This design comes from an exercise in tuning for a short achievable clock period and few clock cycles on the open sky130 flow, not from production work. Only simulation tests tie the RTL to the original design; equivalence was not proved. Power is estimated from default activity; no workload was simulated.

File: run.sh
#!/bin/bash
# synth_recipe.tcl (not shown) runs the flow's synth.tcl, then flattens the netlist and writes it again
# the make line also repeats each setting of config.mk as NAME=value (left out here)
make -C /OpenROAD-flow-scripts/flow DESIGN_CONFIG=/design/flow/config.mk WORK_HOME=/design/flow/orfs CLKGATE_MAP_FILE= SYNTH_SCRIPT=/design/flow/synth_recipe.tcl finish
File: config.mk
export PLATFORM = sky130hd
export DESIGN_NAME = l2_cache_top
export DESIGN_NICKNAME = l2_cache_top
export VERILOG_FILES = /design/flow/design.v
export SDC_FILE = /design/flow/constraint.sdc
export NUM_CORES = 4
export LEC_CHECK = 0
export CAP_MARGIN = 20
export CORE_MARGIN = 2
export CORE_UTILIZATION = 40
export SLEW_MARGIN = 20
File: constraint.sdc
create_clock -name core_clock -period 5.5 [get_ports {clk}]
set_input_delay 1.1000 -clock core_clock [delete_from_list [all_inputs] [get_ports {clk}]]
set_output_delay 1.1000 -clock core_clock [all_outputs]
set_load 0.01 [all_outputs]
File: design.v
`timescale 1ns/100ps
package cache_pkg;
	typedef logic [16-1:0] addr_t;
	typedef logic [32-1:0] data_t;
	typedef logic [4-1:0] index_t;
	typedef logic [(16 - 4)-1:0] tag_t;
	typedef logic [1-1:0] way_t;
	typedef logic [3-1:0] id_t;
	typedef struct packed {
		addr_t addr;
		data_t data;
		logic we;
		id_t id;
	} core_req_t;
	typedef struct packed {
		data_t data;
		id_t id;
	} core_rsp_t;
	typedef struct packed {
		addr_t addr;
		data_t data;
		logic we;
		id_t id;
		way_t way;	 
	} miss_entry_t;
	typedef struct packed {
		index_t index;
		way_t way;
		tag_t tag;
		data_t data;
		logic dirty;
	} fill_t;
	typedef struct packed {
		tag_t tag;
		logic valid;
		logic dirty;
	} victim_t;
	typedef struct packed {
		logic cyc;
		logic stb;
		logic we;
		addr_t adr;
		data_t dat;
	} wb_m2s_t;
	typedef struct packed {
		logic ack;
		data_t dat;
	} wb_s2m_t;
	typedef enum logic [1:0] {
		st_idle,
		st_evict,
		st_fetch,
		st_fill
	} refill_state_e;
endpackage
`timescale 1ns/100ps
module tag_data_array (
	input logic clk,
	input logic reset,
	input cache_pkg::index_t lookup_index_i,
	input cache_pkg::tag_t lookup_tag_i,
	output logic hit_o,
	output cache_pkg::way_t hit_way_o,
	output cache_pkg::data_t hit_data_o,
	output logic hit_dirty_o,
	input logic write_valid_i,	 
	input cache_pkg::way_t write_way_i,
	input cache_pkg::data_t write_data_i,
	input cache_pkg::index_t victim_index_i,
	input cache_pkg::way_t victim_way_i,
	output cache_pkg::victim_t victim_o,
	output cache_pkg::data_t victim_data_o,
	input logic fill_valid_i,
	input cache_pkg::fill_t fill_i
);
	cache_pkg::tag_t tag_mem [(1 << 1)][(1 << 4)];
	cache_pkg::data_t data_mem [(1 << 1)][(1 << 4)];
	logic [(1 << 4)-1:0] valid_q [(1 << 1)];
	logic [(1 << 4)-1:0] dirty_q [(1 << 1)];
	always_comb begin
		hit_o = 1'b0;
		hit_way_o = '0;
		for (int w = 0; w < (1 << 1); w++) begin
			if (valid_q[w][lookup_index_i] && (tag_mem[w][lookup_index_i] == lookup_tag_i)) begin
				hit_o = 1'b1;
				hit_way_o = w[1-1:0];
			end
		end
	end
	assign hit_data_o = data_mem[hit_way_o][lookup_index_i];
	assign hit_dirty_o = dirty_q[hit_way_o][lookup_index_i];	 
	assign victim_o.tag = tag_mem[victim_way_i][victim_index_i];
	assign victim_o.valid = valid_q[victim_way_i][victim_index_i];
	assign victim_o.dirty = dirty_q[victim_way_i][victim_index_i];
	assign victim_data_o = data_mem[victim_way_i][victim_index_i];
	always_ff @(posedge clk or negedge reset) begin
		if (!reset) begin
			for (int w = 0; w < (1 << 1); w++) begin
				valid_q[w] <= '0;
				dirty_q[w] <= '0;
			end
		end else if (fill_valid_i) begin
			valid_q[fill_i.way][fill_i.index] <= 1'b1;
			dirty_q[fill_i.way][fill_i.index] <= fill_i.dirty;
		end else if (write_valid_i) begin
			dirty_q[write_way_i][lookup_index_i] <= 1'b1;	 
		end
	end
	always_ff @(posedge clk) begin
		if (fill_valid_i) begin
			tag_mem[fill_i.way][fill_i.index] <= fill_i.tag;
			data_mem[fill_i.way][fill_i.index] <= fill_i.data;
		end else if (write_valid_i) begin
			data_mem[write_way_i][lookup_index_i] <= write_data_i;
		end
	end
endmodule
`timescale 1ns/100ps
module request_stage (
	input logic clk,
	input logic reset,
	input logic req_valid_i,
	input cache_pkg::core_req_t req_i,
	output logic stall_o,
	output logic rsp_valid_o,
	output cache_pkg::core_rsp_t rsp_o,
	input logic hit_i,
	input cache_pkg::data_t hit_data_i,
	output logic write_valid_o,
	output logic miss_push_o,
	output cache_pkg::miss_entry_t miss_o,
	input logic mq_full_i,
	input logic mq_conflict_i,
	input logic fill_valid_i,
	input cache_pkg::data_t fill_data_i,
	input cache_pkg::id_t fill_id_i,
	input logic fill_we_i
);
	logic accept;
	logic read_hit;
	logic fill_read;
	cache_pkg::way_t rr_way;
	assign stall_o = mq_full_i | fill_valid_i | (req_valid_i & mq_conflict_i);
	assign accept = req_valid_i & ~stall_o;
	assign read_hit = accept & hit_i & ~req_i.we;
	assign fill_read = fill_valid_i & ~fill_we_i;
	assign write_valid_o = accept & hit_i & req_i.we;
	assign miss_push_o = accept & ~hit_i;
	assign miss_o.addr = req_i.addr;
	assign miss_o.data = req_i.data;
	assign miss_o.we = req_i.we;
	assign miss_o.id = req_i.id;
	assign miss_o.way = rr_way;
	always_ff @(posedge clk or negedge reset) begin
		if (!reset) begin
			rr_way <= '0;
		end else if (miss_push_o) begin
			rr_way <= rr_way + 1'b1;
		end
	end
	always_ff @(posedge clk or negedge reset) begin
		if (!reset) begin
			rsp_valid_o <= 1'b0;
		end else begin
			rsp_valid_o <= read_hit | fill_read;
		end
	end
	always_ff @(posedge clk) begin
		if (fill_read) begin
			rsp_o.data <= fill_data_i;
			rsp_o.id <= fill_id_i;
		end else if (read_hit) begin
			rsp_o.data <= hit_data_i;
			rsp_o.id <= req_i.id;
		end
	end
endmodule
`timescale 1ns/100ps
module miss_queue (
	input logic clk,
	input logic reset,
	input logic push_i,
	input cache_pkg::miss_entry_t entry_i,
	input cache_pkg::index_t check_index_i,
	output logic full_o,
	output logic conflict_o,
	output logic head_valid_o,
	output cache_pkg::miss_entry_t head_o,
	input logic retire_i	 
);
	logic [16+32+3+1:0] entry_q [(1 << 2)];
	logic [(1 << 2)-1:0] valid_q;
	logic [2-1:0] head_q;
	logic [2-1:0] tail_q;
	assign full_o = valid_q[tail_q];
	assign head_valid_o = valid_q[head_q];
	assign head_o = entry_q[head_q];
	cache_pkg::miss_entry_t entry_view;
	always_comb begin
		conflict_o = 1'b0;
		entry_view = '0;
		for (int i = 0; i < (1 << 2); i++) begin
			entry_view = entry_q[i];
			if (valid_q[i] && (entry_view.addr[4-1:0] == check_index_i)) begin
				conflict_o = 1'b1;
			end
		end
	end
	always_ff @(posedge clk or negedge reset) begin
		if (!reset) begin
			valid_q <= '0;
			head_q <= '0;
			tail_q <= '0;
		end else begin
			if (push_i) begin
				valid_q[tail_q] <= 1'b1;
				tail_q <= tail_q + 1'b1;
			end
			if (retire_i) begin
				valid_q[head_q] <= 1'b0;	 
				head_q <= head_q + 1'b1;
			end
		end
	end
	always_ff @(posedge clk) begin
		if (push_i) begin
			entry_q[tail_q] <= entry_i;
		end
	end
endmodule
`timescale 1ns/100ps
module refill_fsm (
	input logic clk,
	input logic reset,
	input logic head_valid_i,
	input cache_pkg::miss_entry_t head_i,
	output logic retire_o,
	output cache_pkg::index_t victim_index_o,
	output cache_pkg::way_t victim_way_o,
	input cache_pkg::victim_t victim_i,
	input cache_pkg::data_t victim_data_i,
	output logic fill_valid_o,
	output cache_pkg::fill_t fill_o,
	output logic fill_we_o,
	output cache_pkg::id_t fill_id_o,
	output cache_pkg::data_t fill_data_o,
	output cache_pkg::wb_m2s_t wb_o,
	input cache_pkg::wb_s2m_t wb_i
);
	cache_pkg::refill_state_e state_q;
	logic cyc_q;
	logic we_q;
	cache_pkg::addr_t adr_q;
	cache_pkg::data_t dat_q;
	cache_pkg::data_t fetch_q;	 
	cache_pkg::index_t head_index;
	cache_pkg::tag_t head_tag;
	logic victim_dirty;
	logic done;
	assign head_index = head_i.addr[4-1:0];
	assign head_tag = head_i.addr[16-1:4];
	assign victim_index_o = head_index;
	assign victim_way_o = head_i.way;
	assign victim_dirty = victim_i.valid & victim_i.dirty;
	assign done = cyc_q & wb_i.ack;
	assign wb_o.cyc = cyc_q;
	assign wb_o.stb = cyc_q;
	assign wb_o.we = we_q;
	assign wb_o.adr = adr_q;
	assign wb_o.dat = dat_q;
	always_ff @(posedge clk or negedge reset) begin
		if (!reset) begin
			state_q <= cache_pkg::st_idle;
			cyc_q <= 1'b0;
		end else begin
			case (state_q)
				cache_pkg::st_idle: begin
					if (head_valid_i) begin
						state_q <= victim_dirty ? cache_pkg::st_evict : cache_pkg::st_fetch;
					end
				end
				cache_pkg::st_evict: begin
					if (!cyc_q) begin
						cyc_q <= 1'b1;
					end else if (wb_i.ack) begin
						cyc_q <= 1'b0;	 
						state_q <= cache_pkg::st_fetch;
					end
				end
				cache_pkg::st_fetch: begin
					if (!cyc_q) begin
						cyc_q <= 1'b1;
					end else if (wb_i.ack) begin
						cyc_q <= 1'b0;
						state_q <= cache_pkg::st_fill;
					end
				end
				default: begin
					state_q <= cache_pkg::st_idle;	 
				end
			endcase
		end
	end
	always_ff @(posedge clk) begin
		if (state_q == cache_pkg::st_evict && !cyc_q) begin
			we_q <= 1'b1;
			adr_q <= {victim_i.tag, head_index};	 
			dat_q <= victim_data_i;
		end else if (state_q == cache_pkg::st_fetch && !cyc_q) begin
			we_q <= 1'b0;
			adr_q <= head_i.addr;
		end
		if (state_q == cache_pkg::st_fetch && done) begin
			fetch_q <= wb_i.dat;
		end
	end
	assign fill_valid_o = (state_q == cache_pkg::st_fill);
	assign retire_o = fill_valid_o;
	assign fill_we_o = head_i.we;
	assign fill_id_o = head_i.id;
	assign fill_data_o = head_i.we ? head_i.data : fetch_q;	 
	assign fill_o.index = head_index;
	assign fill_o.way = head_i.way;
	assign fill_o.tag = head_tag;
	assign fill_o.data = fill_data_o;
	assign fill_o.dirty = head_i.we;
endmodule
`timescale 1ns/100ps
module l2_cache (
	input logic clk,
	input logic reset,
	input logic req_valid_i,
	input cache_pkg::core_req_t req_i,
	output logic stall_o,
	output logic rsp_valid_o,
	output cache_pkg::core_rsp_t rsp_o,
	output cache_pkg::wb_m2s_t wb_o,
	input cache_pkg::wb_s2m_t wb_i
);
	logic hit;
	cache_pkg::way_t hit_way;
	cache_pkg::data_t hit_data;
	logic write_valid;
	logic miss_push;
	cache_pkg::miss_entry_t miss_entry;
	logic mq_full;
	logic mq_conflict;
	logic head_valid;
	cache_pkg::miss_entry_t head_entry;
	logic retire;
	cache_pkg::index_t victim_index;
	cache_pkg::way_t victim_way;
	cache_pkg::victim_t victim;
	cache_pkg::data_t victim_data;
	logic fill_valid;
	cache_pkg::fill_t fill;
	logic fill_we;
	cache_pkg::id_t fill_id;
	cache_pkg::data_t fill_data;
	tag_data_array array_i (
		.clk(clk),
		.reset(reset),
		.lookup_index_i(req_i.addr[4-1:0]),
		.lookup_tag_i(req_i.addr[16-1:4]),
		.hit_o(hit),
		.hit_way_o(hit_way),
		.hit_data_o(hit_data),
		.hit_dirty_o(),
		.write_valid_i(write_valid),
		.write_way_i(hit_way),	 
		.write_data_i(req_i.data),
		.victim_index_i(victim_index),
		.victim_way_i(victim_way),
		.victim_o(victim),
		.victim_data_o(victim_data),
		.fill_valid_i(fill_valid),
		.fill_i(fill)
	);
	request_stage req_stage_i (
		.clk(clk),
		.reset(reset),
		.req_valid_i(req_valid_i),
		.req_i(req_i),
		.stall_o(stall_o),
		.rsp_valid_o(rsp_valid_o),
		.rsp_o(rsp_o),
		.hit_i(hit),
		.hit_data_i(hit_data),
		.write_valid_o(write_valid),
		.miss_push_o(miss_push),
		.miss_o(miss_entry),
		.mq_full_i(mq_full),
		.mq_conflict_i(mq_conflict),
		.fill_valid_i(fill_valid),
		.fill_data_i(fill_data),
		.fill_id_i(fill_id),
		.fill_we_i(fill_we)
	);
	miss_queue mq_i (
		.clk(clk),
		.reset(reset),
		.push_i(miss_push),
		.entry_i(miss_entry),
		.check_index_i(req_i.addr[4-1:0]),
		.full_o(mq_full),
		.conflict_o(mq_conflict),
		.head_valid_o(head_valid),
		.head_o(head_entry),
		.retire_i(retire)
	);
	refill_fsm refill_i (
		.clk(clk),
		.reset(reset),
		.head_valid_i(head_valid),
		.head_i(head_entry),
		.retire_o(retire),
		.victim_index_o(victim_index),
		.victim_way_o(victim_way),
		.victim_i(victim),
		.victim_data_i(victim_data),
		.fill_valid_o(fill_valid),
		.fill_o(fill),
		.fill_we_o(fill_we),
		.fill_id_o(fill_id),
		.fill_data_o(fill_data),
		.wb_o(wb_o),
		.wb_i(wb_i)
	);
endmodule
`timescale 1ns/100ps
module l2_cache_top (
	input logic clk,
	input logic rst_n,
	input logic req_valid,
	input logic [15:0] req_addr,
	input logic [31:0] req_wdata,
	input logic req_we,
	input logic [2:0] req_id,
	output logic stall,
	output logic rsp_valid,
	output logic [31:0] rsp_data,
	output logic [2:0] rsp_id,
	output logic wb_cyc,
	output logic wb_stb,
	output logic wb_we,
	output logic [15:0] wb_adr,
	output logic [31:0] wb_dat_w,
	input logic wb_ack,
	input logic [31:0] wb_dat_r
);
	cache_pkg::core_req_t req;
	cache_pkg::core_rsp_t rsp;
	cache_pkg::wb_m2s_t wb_m2s;
	cache_pkg::wb_s2m_t wb_s2m;
	assign req.addr = req_addr;
	assign req.data = req_wdata;
	assign req.we = req_we;
	assign req.id = req_id;
	assign rsp_data = rsp.data;
	assign rsp_id = rsp.id;
	assign wb_cyc = wb_m2s.cyc;
	assign wb_stb = wb_m2s.stb;
	assign wb_we = wb_m2s.we;
	assign wb_adr = wb_m2s.adr;
	assign wb_dat_w = wb_m2s.dat;
	assign wb_s2m.ack = wb_ack;
	assign wb_s2m.dat = wb_dat_r;
	l2_cache cache_i (
		.clk(clk),
		.reset(rst_n),
		.req_valid_i(req_valid),
		.req_i(req),
		.stall_o(stall),
		.rsp_valid_o(rsp_valid),
		.rsp_o(rsp),
		.wb_o(wb_m2s),
		.wb_i(wb_s2m)
	);
endmodule
==> qor.csv, run 1 <==
metric,value,unit
initial DRC count,6781,
Core Box Area,0.205,mm2
drt pass-1 iters,6,
vias in the first global route,46400,
metal3 WL,28900,um
total power,48300,uW
Crit Path Max Fanout,32,
met2 wire length,118000,um
# setup viols final,0,
Sequential Area,0.0541,mm2
post-route cell area,0.0952,mm2
Top Ports,176,
Arrival @ worst endpoint,5.49,ns
Synthesized Nets,4237,
RSZ-0062 raised after global routing,no,
total gr overflow,0,
die height,458,um
most frequent cells after synthesis,"1735 x edfxtp_1, 777 x mux4_2, 194 x a22oi_1, 158 x mux2i_1, 141 x nand2_1",
type of origin of the critical path,primary input,
Final ANT Viol Nets,0,
top layer used by detailed routing,met5,
"Min Clock Period, post-route",4.95,ns
Worst Tran Pin Value,1.18,ns
Clock Sinks,1813,
Hold Fails Final Rpt,0,
Total Routing Usage GR,0.251,
ys flop type,edfxtp_1,
Synth-to-Final Area Change,15.6,%
Fmax achieved,0.202,GHz
count of pins over their slew limit,0,
CTS tree,built,
DRT met1 WL,109000,um
deepest clock path buffer count,3,
detailed-route wire length,264000,um
pre-CTS setup slack,-0.175,ns
RD Place Congestion,0.893,
pin count of the biggest net entering global routing,93,
FILL cells,17000,
Row Count,166,
Synth Cell Area,0.0823,mm2
CTS Buf Count,193,
Port Buffers,175,
LEAKAGE,0.0302,uW
Syn Area/Cell,20.0,um2
leading cell type by number of instances after synthesis,edfxtp_1,
clk slew on worst S/H paths,0.06,ns
final worst setup slack,0.547,ns
Multi-input gate area,0.0269,mm2
#FFs+latches synth,1813,
Max Clock Skew,0.0691,ns
DR WL/cell,36.1,um
Final Net Count,4586,
Die ar.,0.209,mm2
"area leader, netlist",edfxtp_1,
drt drc,0,
layout cells sized above 1,0.324,
root buf cell,clkbuf_16,
Max Cap Viol,0,
Worst Path Required,6.04,ns
htree depth,4,
class of the worst hold path,in2async,
Synth area leaders,"edfxtp_1 63%, mux4_2 21%, dfrtp_1 2.3%, mux2i_1 1.9%, a22oi_1 1.8%",
Synth Instances,4123,
Yosys warning count,6,
Crit Path Category,in2reg,
sequential element share of the synthesized area,0.657,
cts hold-fix bufs,0,
Unique masters post-synth,95,
CTS resizes,0,
Die X,458,um
first-pass GRT wire length,371000,um
top-area cell type share of the netlist area,0.633,
number of setup buffers added after CTS,0,
Cell Pwr Density,508,mW/mm2
Slew headroom,0.194,
number of synthesized flops with an enable pin,1735,
initial antenna violation count,14,
Crit. End Element,flop,
Area after DPL,0.0891,mm2
vias after detailed routing,47100,
outcome,no timing/DRC/antenna violations,
Avg Vias per Cell,6.43,
Tcrit/Tclk final,0.901,
Clock Latency Late Sink,0.86,ns
VDD IR max,0.452,mV
asr flop ratio synth,0.0425,
Initial Utilization,0.402,
DP Wirelength,172000,um
[sequential cells by signal, summed over array words and instances, names as in the netlist]
| name | cells |
|---|---|
| cache_i.array_i.data_mem | 1024 |
| cache_i.array_i.tag_mem | 384 |
| cache_i.mq_i.entry_q | 212 |
| cache_i.req_stage_i.rsp_o | 35 |
| cache_i.array_i.dirty_q | 32 |
| cache_i.array_i.valid_q | 32 |
| cache_i.refill_i.dat_q | 32 |
| cache_i.refill_i.fetch_q | 32 |
| cache_i.refill_i.adr_q | 16 |
| cache_i.mq_i.valid_q | 4 |
| cache_i.mq_i.head_q | 2 |
| cache_i.mq_i.tail_q | 2 |
| cache_i.refill_i.state_q | 2 |
| cache_i.refill_i.cyc_q | 1 |
| cache_i.refill_i.we_q | 1 |
| cache_i.req_stage_i.rr_way | 1 |
| cache_i.req_stage_i.rsp_valid_o | 1 |
[placed cells by master, fill, tap and decap left out, types with 55 or more instances in the layout]
cell type and n:
mux2i_1 153, clkinv_1 55, a22oi_1 162, mux4_2 777, mux2_2 55, buf_12 70, clkdlybuf4s50_1 170, dfrtp_1 75
o21ai_0 93, edfxtp_1 1735, nor2_1 65, buf_4 204, nand2_1 141, clkbuf_16 197
[area by class of cell]
| cell class | instances | area share |
|---|---|---|
| Sequential cell | 1813 | 0.568 |
| Multi-Input combinational cell | 2000 | 0.283 |
| Clock buffer | 235 | 0.0533 |
| Timing Repair Buffer | 448 | 0.0493 |
| Tap cell | 2688 | 0.0353 |
| Clock inverter | 117 | 0.0101 |
| Inverter | 16 | 0.000789 |
| Antenna cell | 4 | 0.000105 |
[worst max-delay path, cell delays in order]
cell	delay, ns
buf_8	0.33
buf_4	0.29
mux4_1	0.57
mux2i_1	0.19
xnor2_1	0.08
a2111oi_0	0.61
a41o_1	0.19
and4b_4	0.42
buf_12	0.38
mux2i_1	1.01
o21ai_0	0.18
[per-layer routing]
layer | GRT usage | up-vias
met2 | 0.369 | 2740
met5 | 0 | -
met1 | 0.368 | 25400
met4 | 0.0779 | 2
met3 | 0.0635 | 396
li1 | - | 18500
[per-stage QoR]
stage               std cells  TNS [ns]  hold slack, ns   util
finish                   7321         0          0.0692  0.465
global route             7318         0          0.0399  0.465
CTS                      7317         0         0.00582  0.465
detailed placement       6965    -31.60           0.467  0.436
global placement         6964    -73.56           0.450  0.436
floorplan                4123   -127.87           0.445      -
[final timing paths]
| kind | start | to | slack (ns) | cells past startpoint |
|---|---|---|---|---|
| max | req_addr[0] | cache_i.req_stage_i.rsp_o[17]$_DFFE_PP_ | 0.55 | 11 |
| min | rst_n | cache_i.refill_i.state_q[1]$_DFFE_PN0P_ | 0.07 | 1 |
| min in group core_clock | cache_i.refill_i.we_q$_SDFFE_PP1P_ | cache_i.refill_i.we_q$_SDFFE_PP1P_ | 0.47 | 2 |
| max in group asynchronous | rst_n | cache_i.mq_i.head_q[1]$_DFFE_PN0P_ | 4.19 | 2 |
| min reg2reg | cache_i.refill_i.we_q$_SDFFE_PP1P_ | cache_i.refill_i.we_q$_SDFFE_PP1P_ | 0.47 | 2 |
| max reg2reg | cache_i.mq_i.head_q[0]$_DFFE_PN0P_ | cache_i.array_i.data_mem[19][16]$_DFFE_PP_ | 0.99 | 7 |
[power breakdown]
part           total, uW  internal [uW]  switching, uW
logic              16700           5960          10700
registers          19000          18400            548
clock network      12700           7150           5530
total              48300          31500          16800
[kinds of logic after synthesis]
kind of cell / Yosys count / share of synthesized area
flip-flops: 1813 / 0.657
multiplexers: 1030 / 0.247
AO/OA/AOI/OAI: 520 / 0.0451
AND/OR/NAND/NOR: 372 / 0.0223
buffers and inverters: 310 / 0.0197
XOR/XNOR: 52 / 0.00553
adder cells (fa/ha/maj): 26 / 0.00395
Testbench counts, summed over its fixed seeds: cycles 130,344.
==> inputs of run 2 (changes only) <==
--- a/config.mk
+++ b/config.mk
@@ -7,2 +7,3 @@
 export LEC_CHECK = 0
+export ABC_CLOCK_PERIOD_IN_PS = 3500
 export CAP_MARGIN = 20
@@ -10,2 +11,4 @@
 export CORE_UTILIZATION = 40
+export SETUP_SLACK_MARGIN = 1.5
 export SLEW_MARGIN = 20
+export TNS_END_PERCENT = 100
==> run 2 against run 1 <==
Still clean; flip-flop and latch count unchanged; clock skew increased by 0.020 ns; global-route usage increased by 3.7 points; wire length increased by 20%; largest cell class unchanged; highest routed layer unchanged.
==> qor.csv, run 2 <==
metric,value,unit,change
outcome,no timing/DRC/antenna violations,,
RD Place Congestion,0.902,,+0.96%
Fin Hold WS,0.294,ns,+0.225 ns
Total Routing Usage GR,0.288,,+0.0366
Clock Sinks,1813,,unchanged
# setup viols final,0,,unchanged
DR WL/cell,41.6,um,+15%
vias after detailed routing,52300,,+11%
non-filler instance count after layout,7656,,+4.6%
DRT met1 WL,116000,um,+6.9%
metal3 WL,51800,um,+79%
Arrival @ worst endpoint,4.86,ns,-0.63 ns
top flop regs,"cache_i.array_i.data_mem (1024), cache_i.array_i.tag_mem (384), cache_i.mq_i.entry_q (212)",,
max reg flops,1024,,unchanged
root buf cell,clkbuf_16,,
die height,458,um,unchanged
htree depth,4,,unchanged
Sequential Power Share,0.371,,-0.022
final worst setup slack,1.21,ns,+0.662 ns
VDD IR max,0.407,mV,-9.9%
ys flop type,edfxtp_1,,
launching point of the worst reg2reg path,cache_i.mq_i.head_q[1]$_DFFE_PN0P_,,
Row Count,166,,unchanged
Tcrit/Tclk final,0.780,,-0.120
DP Wirelength,165000,um,-4.2%
most frequent cells after synthesis,"1735 x edfxtp_1, 777 x mux4_2, 194 x a22oi_1, 158 x mux2i_1, 141 x nand2_1",,
pre-CTS setup slack,-0.302,ns,-0.127 ns
number of synthesized flops with an enable pin,1735,,unchanged
Yosys warning count,6,,unchanged
drt pass-1 iters,6,,unchanged
Max Cap Viol,0,,unchanged
type of origin of the critical path,primary input,,
Initial Utilization,0.402,,unchanged
CTS Buf Count,191,,-1.0%
setup TNS,0,ns,unchanged
Crit Path Category,in2reg,,
Power Internal,32700,uW,+3.6%
LEAKAGE,0.0335,uW,+11%
Core Box Area,0.205,mm2,unchanged
Syn Area/Cell,20.0,um2,unchanged
Worst R2R Setup Slack,1.50,ns,+0.51 ns
met2 wire length,135000,um,+15%
initial antenna violation count,29,,+15
detailed-route wire length,318000,um,+20%
FILL cells,16100,,-5.1%
Die ar.,0.209,mm2,unchanged
CTS tree,built,,
RSZ-0062 raised after global routing,yes,,
dpl cells,6924,,-0.59%
Synth area leaders,"edfxtp_1 63%, mux4_2 21%, dfrtp_1 2.3%, mux2i_1 1.9%, a22oi_1 1.8%",,
proportion of power drawn by combinational gates,0.378,,+0.033
Worst Path Required,6.07,ns,+0.03 ns
most frequent cells in the layout,"1735 x edfxtp_1, 777 x mux4_2, 225 x clkbuf_16",,
Max Clock Skew,0.0893,ns,+0.0202 ns
"most common cell after layout, fill and taps aside",edfxtp_1,,
sw frac,0.360,,+0.0129
leading cell type by number of instances after synthesis,edfxtp_1,,
pin count of the biggest net entering global routing,110,,+18%
Reg2Reg Depth,9,,+2
sw power,18400,uW,+9.6%
clk slew on worst S/H paths,0.06,ns,about the same
Worst Tran Pin Value,1.17,ns,-0.00928 ns
deepest clock path buffer count,3,,unchanged
count of pins over their slew limit,0,,unchanged
Crit. End Element,flop,,
initial DRC count,8957,,+32%
Final ANT Viol Nets,0,,unchanged
"Core Util, Final",0.502,,+0.0370
Avg Vias per Cell,6.83,,+6.3%
Port Buffers,175,,unchanged
#FFs+latches synth,1813,,unchanged
Fmax achieved,0.233,GHz,+15%
asr flop ratio synth,0.0425,,unchanged
vias in the first global route,49100,,+5.9%
Synth Instances,4123,,unchanged
Clock Latency Late Sink,0.89,ns,+0.03 ns
Unique masters post-synth,95,,unchanged
clock share of power,0.251,,-0.011
Top Ports,176,,unchanged
Synth-to-Final Area Change,24.8,%,
"Min Clock Period, post-route",4.29,ns,-0.662 ns
Critical R2R Capture,cache_i.array_i.data_mem[30][9]$_DFFE_PP_,,
Synth Cell Area,0.0823,mm2,unchanged
Crit Path Max Fanout,16,,-50%
class of the worst hold path,in2async,,
drt drc,0,,unchanged
total gr overflow,0,,unchanged
Synthesized Nets,4237,,unchanged
Cell Pwr Density,497,mW/mm2,-2.1%
"Most flops, register",cache_i.array_i.data_mem,,
Final Net Count,4912,,+7.1%
top-area cell type share of the netlist area,0.633,,unchanged
Die X,458,um,unchanged
Slew headroom,0.220,,+0.0262
Hold Fails Final Rpt,0,,unchanged
"area leader, netlist",edfxtp_1,,
top layer used by detailed routing,met5,,
sequential element share of the synthesized area,0.657,,unchanged
layout cells sized above 1,0.384,,+0.0598
first-pass GRT wire length,414000,um,+12%
## run 2: routing by layer
layer  track usage  vias up
met1         0.403    27700
li1              -    19300
met3         0.102      785
met4         0.116       10
met2         0.409     4427
met5             0        -
## run 2: kinds of logic (layout without fill, tap and decap cells)
group / count (synthesis) / in the layout / share of synthesized area
xor gates and xnor gates: 52 / 52 / 0.00553
buffers and inverters: 310 / 1072 / 0.0197
AOI/OAI and AO/OA: 520 / 520 / 0.0451
muxes: 1030 / 1100 / 0.247
DFF: 1813 / 1813 / 0.657
and+or+nand+nor: 372 / 372 / 0.0223
other: 0 / 13 / 0
adders and majority gates: 26 / 26 / 0.00395
## run 2: how the worst max path moves through the flow
stage                start                                    endpoint  slack (ns)  cells past startpoint
2_1_floorplan  req_addr[0]    cache_i.array_i.data_mem[0][0]$_DFFE_PP_        0.56                     12
3_3_place_gp   req_addr[0]     cache_i.req_stage_i.rsp_o[18]$_DFFE_PP_       -0.27                     13
3_5_place_dp   req_addr[0]     cache_i.req_stage_i.rsp_o[18]$_DFFE_PP_       -0.30                     13
4_1_cts        req_addr[0]  cache_i.array_i.data_mem[12][22]$_DFFE_PP_        1.37                     19
5_1_grt        req_addr[0]  cache_i.array_i.data_mem[23][13]$_DFFE_PP_        1.26                     18
6_report       req_addr[0]  cache_i.array_i.data_mem[23][18]$_DFFE_PP_        1.21                     19
## run 2: stage by stage
stage	total power [uW]	area, um2
2_1_floorplan	28800	82500
6_report	51100	103000
4_1_cts	49900	101000
3_5_place_dp	35900	88800
3_3_place_gp	35700	88800
5_1_grt	52200	103000
## run 2: cell type report
cell class / count / area (um2) / share of cell area
Sequential cell: 1813 / 54100 / 0.526
Tap cell: 2688 / 3360 / 0.0327
Multi-Input combinational cell: 2070 / 28700 / 0.279
Clock inverter: 115 / 1110 / 0.0108
Inverter: 16 / 115 / 0.00112
Clock buffer: 235 / 5010 / 0.0487
Timing Repair Buffer: 706 / 10400 / 0.101
Antenna cell: 13 / 32.5 / 0.000317
## run 2: power by group through the flow
stage | logic (uW) | registers, uW | clock network, uW
global route | 19800 | 19000 | 13400
detailed placement | 16600 | 19300 | 0
floorplan | 9830 | 19000 | 0
global placement | 16500 | 19200 | 0
finish | 19300 | 18900 | 12800
CTS | 18100 | 19000 | 12900
## run 2: critical path, cell delays in order
cell       delay, ns
buf_16          0.14
buf_16          0.18
buf_4           0.14
mux2i_1         0.14
a22oi_1         0.34
buf_4           0.21
and3_1          0.16
o221ai_1        0.13
o31a_1          0.15
nor4_4          0.51
buf_4           0.22
a21o_4          0.17
buf_6           0.11
nand4_4         0.14
buf_6           0.21
buf_6           0.11
a22oi_2         0.17
buf_6           0.20
clkbuf_16       0.24
## run 2: timing repair
action                     4_1_cts  5_1_grt
setup buffers                  146       40
cloned                         129       53
setup endpoints to repair     2159     2249
gates resized for setup        309      148
pin swaps                       42       35
hold buffers                     0        0

==> afterwards: timing with drivers on the ports <==
Ports are ideal in the flow. The routed layouts listed here were re-timed in OpenROAD. Step 1 sets driving cells, clkbuf_16 on the clock port and buf_2 on the other inputs (assumed; they add their load-dependent delay and slew). Step 2, shift: input delay + t, output delay - t, t = (earliest + latest rising clock arrival at the registers) / 2. This alone moves slack from input paths to output paths. Three values: ideal, step 1, step 2; two values: the first two.
run	t (ns)	setup WS [ns]	worst setup path at the end	clock arrival spread, ns
run 1	0.920	0.547 / 0.552 / -0.369	input to register	0.070 / 0.069
run 2	0.936	1.209 / 1.209 / 0.272	input to register	0.089 / 0.089
Met with ideal ports but missed after step 2: setup timing in run 1. For run 2, which loses most, drivers alone change the setup slack by 0.000 ns; drivers and shift together by -0.937 ns.
